Source: an optimization exercise on an open RTL-to-GDS flow (aim: small area, a short achievable clock period and few clock cycles per item). Production flows keep margins and buffers that such runs may drop. In this exercise RTL edits were held to simulation tests only and were not proved equivalent to the original.

try-lagoon:
// sha256_byte_stream_hasher_unit
module sha256_byte_stream_hasher_unit (
	input  logic        clk,
	input  logic        arst_n,
	input  logic        in_valid,
	output logic        in_ready,
	input  logic [7:0]  data_byte,
	input  logic        byte_valid,
	input  logic        last_byte,
	output logic        out_valid,
	input  logic        out_ready,
	output logic [31:0] digest_word,
	output logic [2:0]  word_index,
	output logic        last_word
);
Size in the first run: about 6,600 cells after synthesis, roughly 1,800 flip-flops, ~81,000 um^2 of cells after synthesis.
==> flow/config.mk <==
export PLATFORM = sky130hd
export DESIGN_NAME = sha256_byte_stream_hasher_unit
export DESIGN_NICKNAME = sha256_byte_stream_hasher_unit
export VERILOG_FILES = /design/flow/design.v
export SDC_FILE = /design/flow/constraint.sdc
export NUM_CORES = 4
export LEC_CHECK = 0
export CAP_MARGIN = 20
export CORE_MARGIN = 2
export CORE_UTILIZATION = 55
export CTS_BUF_LIST = sky130_fd_sc_hd__clkbuf_8
export CTS_CLUSTER_DIAMETER = 80
export CTS_CLUSTER_SIZE = 12
export SETUP_SLACK_MARGIN = 5
export SLEW_MARGIN = 20
==> flow/constraint.sdc <==
create_clock -name core_clock -period 11.0 [get_ports {clk}]
set_input_delay 2.2000 -clock core_clock [delete_from_list [all_inputs] [get_ports {clk}]]
set_output_delay 2.2000 -clock core_clock [all_outputs]
set_load 0.01 [all_outputs]
standard.sh (not shown) runs the stock make flow with config.mk's settings and CLKGATE_MAP_FILE= SYNTH_SCRIPT=/design/flow/synth_recipe.tcl, a recipe that flattens the netlist after the stock synthesis.
==> flow/flow/run.sh <==
#!/bin/bash
# Standard layout (the standard.sh, unchanged synthesis), with timing repair aiming
# for extra setup slack beyond the 11 ns constraint.
set -uo pipefail
bash standard.sh SETUP_SLACK_MARGIN=6.8 finish > standard.log 2>&1
try-lagoon was carried through to the last stage, and its layout satisfied the timing, DRC and antenna checks.
Testbench counts of try-lagoon, summed over its fixed seeds: cycles 39,202, bytes 30,063.
Changes in try-yarrow relative to try-lagoon:
--- a/flow/flow/run.sh
+++ b/flow/flow/run.sh
@@ -5 +5 @@
-bash standard.sh SETUP_SLACK_MARGIN=6.8 finish > standard.log 2>&1
+bash standard.sh SETUP_SLACK_MARGIN=6.6 finish > standard.log 2>&1
Notes after the runs:
Global-route usage for try-yarrow is lower than for try-lagoon.
Between try-yarrow and try-lagoon, setup slack after placement is lower for try-lagoon, try-yarrow comes in above that.
Clock skew deteriorates in try-yarrow relative to try-lagoon.
Maximum level of the CTS H-tree came out exactly the same in try-yarrow and try-lagoon.
diff inputs: try-yarrow => try-onyx
- CORE_UTILIZATION now 62, was 55
==> comparison <==
Both conditions hold for try-onyx: the flow ran to the end and the final layout passed the timing, DRC and antenna checks. Diff try-onyx and try-yarrow: routed wire length per instance lower in try-onyx. In the reports for try-onyx and try-yarrow, the larger number of rows in the core area belongs to try-yarrow. Standard cell with the maximum stage delay on the critical path: fa_2 -> try-onyx, fa_1 -> try-yarrow. Diff try-yarrow -> try-onyx | area added between synthesis and finish | decrease of 0.71 points. try-onyx and try-yarrow ended up with nearly the same multi-input gate share of the layout cell area.

* * *

== north ==
sha256_byte_stream_hasher_unit, a different RTL version from the one above (not shown whole).
Size in the first run: about 6600 cells after synthesis.
==> flow/config.mk <==
export PLATFORM = sky130hd
export DESIGN_NAME = sha256_byte_stream_hasher_unit
export DESIGN_NICKNAME = sha256_byte_stream_hasher_unit
export VERILOG_FILES = /design/flow/design.v
export SDC_FILE = /design/flow/constraint.sdc
export NUM_CORES = 4
export LEC_CHECK = 0
export CAP_MARGIN = 20
export CORE_MARGIN = 2
export CORE_UTILIZATION = 55
export CTS_BUF_LIST = sky130_fd_sc_hd__clkbuf_8
export CTS_CLUSTER_DIAMETER = 80
export CTS_CLUSTER_SIZE = 12
export SETUP_SLACK_MARGIN = 5
export SLEW_MARGIN = 20
==> flow/constraint.sdc <==
create_clock -name core_clock -period 11.0 [get_ports {clk}]
set_input_delay 2.2000 -clock core_clock [delete_from_list [all_inputs] [get_ports {clk}]]
set_output_delay 2.2000 -clock core_clock [all_outputs]
set_load 0.01 [all_outputs]
==> flow/flow/run.sh <==
#!/bin/bash
# Standard layout (the standard.sh, unchanged synthesis), with timing repair aiming
# for extra setup slack beyond the 11 ns constraint.
set -uo pipefail
bash standard.sh SETUP_SLACK_MARGIN=9 finish > standard.log 2>&1
The final layout from north, which completed every stage, passed the timing, DRC and antenna checks at the end of the flow.
Testbench counts of north, summed over its fixed seeds: cycles 39,202, bytes 30,063.
For south, these inputs were changed with respect to north:
diff --git a/flow/flow/run.sh b/flow/flow/run.sh
--- a/flow/flow/run.sh
+++ b/flow/flow/run.sh
@@ -4,2 +4,2 @@
 set -uo pipefail
-bash standard.sh SETUP_SLACK_MARGIN=9 finish > standard.log 2>&1
+bash standard.sh SETUP_SLACK_MARGIN=7 finish > standard.log 2>&1
Notes after the runs:
- south: no failed stages, no open violations at the end

* * *

sha256_byte_stream_hasher_unit, a different RTL version from the one above (not shown whole).
Size: ~6700 cells after synthesis, roughly 1800 flip-flops, ~52 I/O pins, about 0.081 mm^2 of cells after synthesis.
clock: 11.0 ns
lec_check: 0
cap_margin: 20
core_margin: 2
core_utilization: 55
cts_buf_list: sky130_fd_sc_hd__clkbuf_8
cts_cluster_diameter: 80
cts_cluster_size: 12
setup_slack_margin: 5
slew_margin: 20
==> flow/flow/run.sh <==
#!/bin/bash
# Standard layout (the standard.sh, unchanged synthesis), with timing repair aiming
# for extra setup slack beyond the 11 ns constraint.
set -uo pipefail
bash standard.sh SETUP_SLACK_MARGIN=6.3 finish > standard.log 2>&1
The baseline finished clean.
Testbench counts at the start, summed over its fixed seeds: cycles 39,202, bytes 30,063.
==> next run, changes <==
--- a/flow/flow/run.sh
+++ b/flow/flow/run.sh
@@ -5 +5 @@
-bash standard.sh SETUP_SLACK_MARGIN=6.3 finish > standard.log 2>&1
+bash standard.sh SETUP_SLACK_MARGIN=7 finish > standard.log 2>&1
Outcome:
- count of clock-buffer cells in the layout does not change
- wire length went up by a few percent
- die area is unchanged
- sequential share of layout area went down by 2.0 points
- non-clock buffer count went up by 118
- global-route usage went up by 1.6 points
- synthesized area stays the same
- first-iteration DRC count went up by a few percent
- clock skew went up by 0.020 ns
- critical path depth is unchanged
- final area went up by a few percent

[static timing again, ports no longer ideal]
In the flow no input, the clock included, has a driving cell. The finished layouts below were timed again as built, in two steps.
Step 1 sets driving cells, clkbuf_16 on the clock port and buf_2 on the other inputs (assumed; they add their load-dependent delay and slew).
Step 2 times the ports against the registers' clock, not the clock port: input delays grow and output delays shrink by t, the midpoint of the rising clock arrivals with the driver on.
a / b / c = ideal ports / drivers / drivers and shift; a / b = the first two.
run | shift t [ns] | slack for setup (ns) | hold slack, ns | clock arrival spread, ns | worst data-port slew with drivers (ns)
try-lagoon | 1.004 | 6.493 / 6.493 / 6.493 | 0.428 / 0.428 / 0.428 | 0.049 / 0.050 | 0.04
try-yarrow | 0.999 | 6.452 / 6.452 / 6.452 | 0.416 / 0.416 / 0.416 | 0.078 / 0.078 | 0.03
try-onyx | 0.991 | 6.409 / 6.409 / 6.409 | 0.425 / 0.425 / 0.425 | 0.072 / 0.072 | 0.06
north | 0.996 | 6.203 / 6.203 / 6.203 | 0.431 / 0.431 / 0.431 | 0.056 / 0.056 | 0.05
south | 0.996 | 6.277 / 6.277 / 6.277 | 0.418 / 0.418 / 0.418 | 0.064 / 0.063 | 0.04
the first run of note 3 | 0.971 | 6.151 / 6.151 / 6.151 | 0.424 / 0.424 / 0.424 | 0.056 / 0.056 | 0.05
the second run of note 3 | 0.996 | 5.879 / 5.879 / 5.879 | 0.425 / 0.425 / 0.425 | 0.077 / 0.077 | 0.04
After both steps setup and hold are still met in every run listed.
